This is an optimization exercise on Yosys and OpenROAD, whose aim is small area, not a production implementation.
Only simulation tests tie the RTL to the original design; equivalence was not proved.
Power is estimated from default activity; no workload was simulated.

Setup of 11-15:
==> module tag_counter_top, before the edit <==
module tag_counter_top #(
    parameter int NUM_LANES = 4,
    parameter int COUNT_W   = 32
) (
    input  wire                              detector,
    input  wire                              arst_n_i,
    input  wire                              tag_valid_i,
    input  wire  [counter_pkg::CHAN_W-1:0]   tag_channel_i,
    input  wire                              wb_cyc_i,
    input  wire                              wb_stb_i,
    input  wire                              wb_we_i,
    input  wire  [counter_pkg::WB_ADR_W-1:0] wb_adr_i,
    input  wire  [counter_pkg::WB_DAT_W-1:0] wb_dat_i,
    output logic [counter_pkg::WB_DAT_W-1:0] wb_dat_o,
    output logic                             wb_ack_o,
    output logic [NUM_LANES*COUNT_W-1:0]     count_data_o,
    output logic                             count_valid_o
);
    localparam int DEPTH = 2 ** counter_pkg::CHAN_W;
    localparam int LW    = counter_pkg::LANE_W;
    logic wr_fire;
    logic start_req;
    logic stop_req;
    logic lut_we;
    logic win_we;
    always_ff @(posedge detector or negedge arst_n_i) begin
        if (!arst_n_i) wb_ack_o <= 1'b0;
        else           wb_ack_o <= wb_cyc_i && wb_stb_i && !wb_ack_o;
    end
    assign wr_fire   = wb_ack_o && wb_we_i;
    assign start_req = wr_fire && (wb_adr_i == 8'h00) && wb_dat_i[0];
    assign stop_req  = wr_fire && (wb_adr_i == 8'h00) && wb_dat_i[1];
    assign win_we    = wr_fire && (wb_adr_i == 8'h02);
    assign lut_we    = wr_fire && (wb_adr_i[7:6] == 2'b01);
    logic [DEPTH*LW-1:0] lut_n;                       
    logic [DEPTH-1:0] row_sel;                          
    logic [DEPTH-1:0] tag_sel;                          
    logic [DEPTH-1:0] ok;                               
    logic [DEPTH-1:0] rd_col   [LW];                    
    logic [DEPTH-1:0] tag_col  [2];                     
    logic [DEPTH-1:0] tag_okc;
    logic [LW-1:0]    lut_rd;
    logic             tag_hit;
    logic [1:0]       tag_lane;
    logic          clear_q;
    logic [LW-1:0] lut_wd;
    always_ff @(posedge detector or negedge arst_n_i) begin
        if (!arst_n_i) clear_q <= 1'b1;
        else           clear_q <= 1'b0;
    end
    assign lut_wd = clear_q ? '0 : ~wb_dat_i[LW-1:0];
    for (genvar i = 0; i < DEPTH; i++) begin : g_row
        assign row_sel[i] = (wb_adr_i[5:0] == i);
        assign tag_sel[i] = (tag_channel_i == i);
        assign ok[i]      = &lut_n[LW*i+2 +: LW-2];
        logic row_we;
        assign row_we = clear_q || (lut_we && row_sel[i]);
        always_ff @(posedge detector) begin
            if (row_we) lut_n[LW*i +: LW] <= lut_wd;
        end
        for (genvar b = 0; b < LW; b++) begin : g_bit
            assign rd_col[b][i] = row_sel[i] && lut_n[LW*i+b];
        end
        assign tag_col[0][i] = tag_sel[i] && lut_n[LW*i];
        assign tag_col[1][i] = tag_sel[i] && lut_n[LW*i+1];
        assign tag_okc[i]    = tag_sel[i] && ok[i];
    end
    for (genvar b = 0; b < LW; b++) begin : g_rd
        assign lut_rd[b] = ~|rd_col[b];
    end
    logic [LW-1:0] lut_rd_q;
    always_ff @(posedge detector) begin
        lut_rd_q <= lut_rd | {LW{clear_q}};
    end
    assign tag_hit     = tag_valid_i && !clear_q && |tag_okc;
    assign tag_lane[0] = ~|tag_col[0];
    assign tag_lane[1] = ~|tag_col[1];
    logic       hit_q;
    logic [1:0] hit_lane_q;
    always_ff @(posedge detector) begin
        hit_q      <= tag_hit;
        hit_lane_q <= tag_lane;
    end
    logic active_q;
    logic stopping_q;
    logic window_end;
    logic snap_seen_q;
    always_ff @(posedge detector or negedge arst_n_i) begin
        if (!arst_n_i) begin
            active_q   <= 1'b0;
            stopping_q <= 1'b0;
        end else if (!active_q) begin
            active_q   <= start_req;
        end else begin
            active_q   <= !(window_end && (stopping_q || stop_req));
            stopping_q <= !window_end && (stopping_q || stop_req);
        end
    end
    logic [31:0] window_q;
    logic [31:0] remain_q;                              
    logic [32:0] borrow;
    logic [31:0] remain_dec;
    logic        load;
    always_ff @(posedge detector or negedge arst_n_i) begin
        if (!arst_n_i)   window_q <= counter_pkg::DEFAULT_WINDOW;
        else if (win_we) window_q <= wb_dat_i;
    end
    assign borrow[0] = 1'b1;
    for (genvar i = 0; i < 32; i++) begin : g_dec
        assign remain_dec[i] = remain_q[i] ^ borrow[i];
        assign borrow[i+1]   = borrow[i] && !remain_q[i];
    end
    assign window_end = active_q && remain_q[0] && (remain_q[31:1] == '0);
    assign load       = (!active_q && start_req) || window_end;
    always_ff @(posedge detector) begin
        if (load) remain_q <= window_q;
        else      remain_q <= remain_dec;
    end
    logic [COUNT_W-1:0] acc_q  [NUM_LANES];
    logic [COUNT_W-1:0] snap_q [NUM_LANES];
    for (genvar l = 0; l < NUM_LANES; l++) begin : g_lane
        logic [COUNT_W:0]   carry;
        logic [COUNT_W-1:0] sum;
        assign carry[0] = hit_q && (hit_lane_q == l) && !(&acc_q[l]);
        for (genvar i = 0; i < COUNT_W; i++) begin : g_inc
            assign sum[i]     = acc_q[l][i] ^ carry[i];
            assign carry[i+1] = carry[i] && acc_q[l][i];
        end
        always_ff @(posedge detector) begin
            if (load) acc_q[l] <= '0;
            else      acc_q[l] <= sum;
        end
        always_ff @(posedge detector or negedge arst_n_i) begin
            if (!arst_n_i)       snap_q[l] <= '0;
            else if (window_end) snap_q[l] <= sum;
        end
        assign count_data_o[l*COUNT_W +: COUNT_W] = snap_q[l];
    end
    always_ff @(posedge detector or negedge arst_n_i) begin
        if (!arst_n_i) begin
            count_valid_o <= 1'b0;
            snap_seen_q   <= 1'b0;
        end else begin
            count_valid_o <= window_end;
            if (count_valid_o && !active_q) snap_seen_q <= 1'b1;
        end
    end
    logic       sel_lut;
    logic [3:0] sel_snap;
    logic       sel_status;
    logic       sel_window;
    assign sel_lut    = (wb_adr_i[7:6] == 2'b01);
    assign sel_status = (wb_adr_i == 8'h01);
    assign sel_window = (wb_adr_i == 8'h02);
    for (genvar l = 0; l < NUM_LANES; l++) begin : g_sel
        assign sel_snap[l] = (wb_adr_i == 8'h10 + l);
    end
    always_comb begin
        for (int b = 0; b < 32; b++) begin
            wb_dat_o[b] = (sel_snap[0] && snap_q[0][b]) || (sel_snap[1] && snap_q[1][b]) ||
                          (sel_snap[2] && snap_q[2][b]) || (sel_snap[3] && snap_q[3][b]) ||
                          (sel_window && window_q[b]);
        end
        for (int b = 0; b < LW; b++) begin
            wb_dat_o[b] = wb_dat_o[b] || (sel_lut && lut_rd_q[b]);
        end
        wb_dat_o[0] = wb_dat_o[0] || (sel_status && active_q);
        wb_dat_o[1] = wb_dat_o[1] || (sel_status && snap_seen_q);
    end
endmodule
Settings: LEC_CHECK=0, CAP_MARGIN=10, CORE_MARGIN=2, CORE_UTILIZATION=60, CTS_CLUSTER_DIAMETER=150, CTS_CLUSTER_SIZE=25, GPL_TIMING_DRIVEN=0, PLACE_DENSITY=0.85, SLEW_MARGIN=10; clock period 8.0 ns.
standard.sh (not shown) runs the stock make flow with config.mk's settings and CLKGATE_MAP_FILE= SYNTH_SCRIPT=/design/flow/synth_recipe.tcl, a recipe that flattens the netlist after the stock synthesis.
==> flow/flow/run.sh <==
#!/bin/bash
# Layout flow: the standard ORFS layout with three changes
#  - synthesis maps logic with an area-oriented ABC script (flow/area.abc);
#    the registers come from the same steps as the standard synthesis
#  - port buffers are the smallest buffer cell
#  - clock tree synthesis inserts no dummy loads
# Each tool's full output stays in the ORFS log folder and in flow_*.log here.
set -euo pipefail
W=$PWD
F=$W/flow

# synthesis script: the standard flow's own, with abc's -script replaced
{
    echo "proc abc {args} {"
    echo "    set i [lsearch -exact \$args -script]"
    echo "    if {\$i >= 0} { lset args [expr {\$i + 1}] $F/area.abc }"
    echo "    yosys abc {*}\$args"
    echo "}"
    cat "$W/synth_recipe.tcl"
} > "$W/flow_synth.tcl"

CTS="-sink_clustering_enable -repair_clock_nets -sink_clustering_size 16 -sink_clustering_max_diameter 100 -dont_use_dummy_load -buf_list sky130_fd_sc_hd__clkbuf_8"

bash "$W/standard.sh" \
    "SYNTH_SCRIPT=$W/flow_synth.tcl" \
    "BUFFER_PORTS_ARGS=-buffer_cell sky130_fd_sc_hd__buf_1" \
    "CTS_ARGS=$CTS" \
    finish > "$W/flow_make.log" 2>&1
==> flow/flow/area.abc <==
&get -n
&st
&syn2
&dch
&nf -R 1000
&st
&syn2
&dch
&nf -R 1000
&put
11-15 completed; timing, DRC and antenna clean
#### Input delta (11-14 over 11-15)
--- a/flow/design.v
+++ b/flow/design.v
@@ -87,16 +87,12 @@
         assign tag_col[1][i] = tag_sel[i] && lut_n[LW*i+1];
         assign tag_okc[i]    = tag_sel[i] && ok[i];
     end
     for (genvar b = 0; b < LW; b++) begin : g_rd
         assign lut_rd[b] = ~|rd_col[b];
     end
-    logic [LW-1:0] lut_rd_q;
-    always_ff @(posedge detector) begin
-        lut_rd_q <= lut_rd | {LW{clear_q}};
-    end
     assign tag_hit     = tag_valid_i && !clear_q && |tag_okc;
     assign tag_lane[0] = ~|tag_col[0];
     assign tag_lane[1] = ~|tag_col[1];
     logic       hit_q;
     logic [1:0] hit_lane_q;
     always_ff @(posedge detector) begin
@@ -181,13 +177,13 @@
         for (int b = 0; b < 32; b++) begin
             wb_dat_o[b] = (sel_snap[0] && snap_q[0][b]) || (sel_snap[1] && snap_q[1][b]) ||
                           (sel_snap[2] && snap_q[2][b]) || (sel_snap[3] && snap_q[3][b]) ||
                           (sel_window && window_q[b]);
         end
         for (int b = 0; b < LW; b++) begin
-            wb_dat_o[b] = wb_dat_o[b] || (sel_lut && lut_rd_q[b]);
+            wb_dat_o[b] = wb_dat_o[b] || (sel_lut && lut_rd[b]);
         end
         wb_dat_o[0] = wb_dat_o[0] || (sel_status && active_q);
         wb_dat_o[1] = wb_dat_o[1] || (sel_status && snap_seen_q);
     end
 endmodule
 `default_nettype wire
Notes after the runs:
- 11-14 vs. 11-15: ratio of final minimum period to clock period went up by 1.7 points.
- 11-14 reports a higher slew at the pin closest to its max-slew limit than 11-15 does.
- Summary of 11-14 over 11-15: routed wire length went up by 25%; peak fanout along the critical path went up by 17.
- There was hardly any difference in internal power of the cells between 11-14 and 11-15.
- | post-route standard cell area excluding fillers | 11-14 vs 11-15 | better |
- Sequential cell count, 11-15 and 11-14, lower one = 11-14.
- Area share of buffers outside the clock network: 11-14 vs 11-15 up 0.20 points
- In the tables for 11-15 and 11-14, mapped cell area reads higher with 11-15.

-- port drivers added, routing unchanged --
How much do the figures lean on ideal ports? The routed layouts below were timed once more, with nothing changed but the port constraints.
Step 1: set_driving_cell puts a clkbuf_16 on detector and a buf_2 on each other input, an assumption about the parent block.
Step 2 times the ports against the registers' clock, not the clock port: input delays grow and output delays shrink by t, the midpoint of the rising clock arrivals with the driver on.
Slacks: no drivers / after step 1 / after step 2; pairs: no drivers / after step 1.
run | shift t [ns] | setup WS [ns] | worst setup path after step 2
11-15 | 0.718 | 0.192 / 0.192 / 0.192 | register to register
11-14 | 0.725 | 0.056 / 0.028 / 0.028 | input to output
After both steps every run listed still meets setup and hold. For 11-14, which loses most, drivers alone change the setup slack by -0.028 ns; drivers and shift together by -0.028 ns.
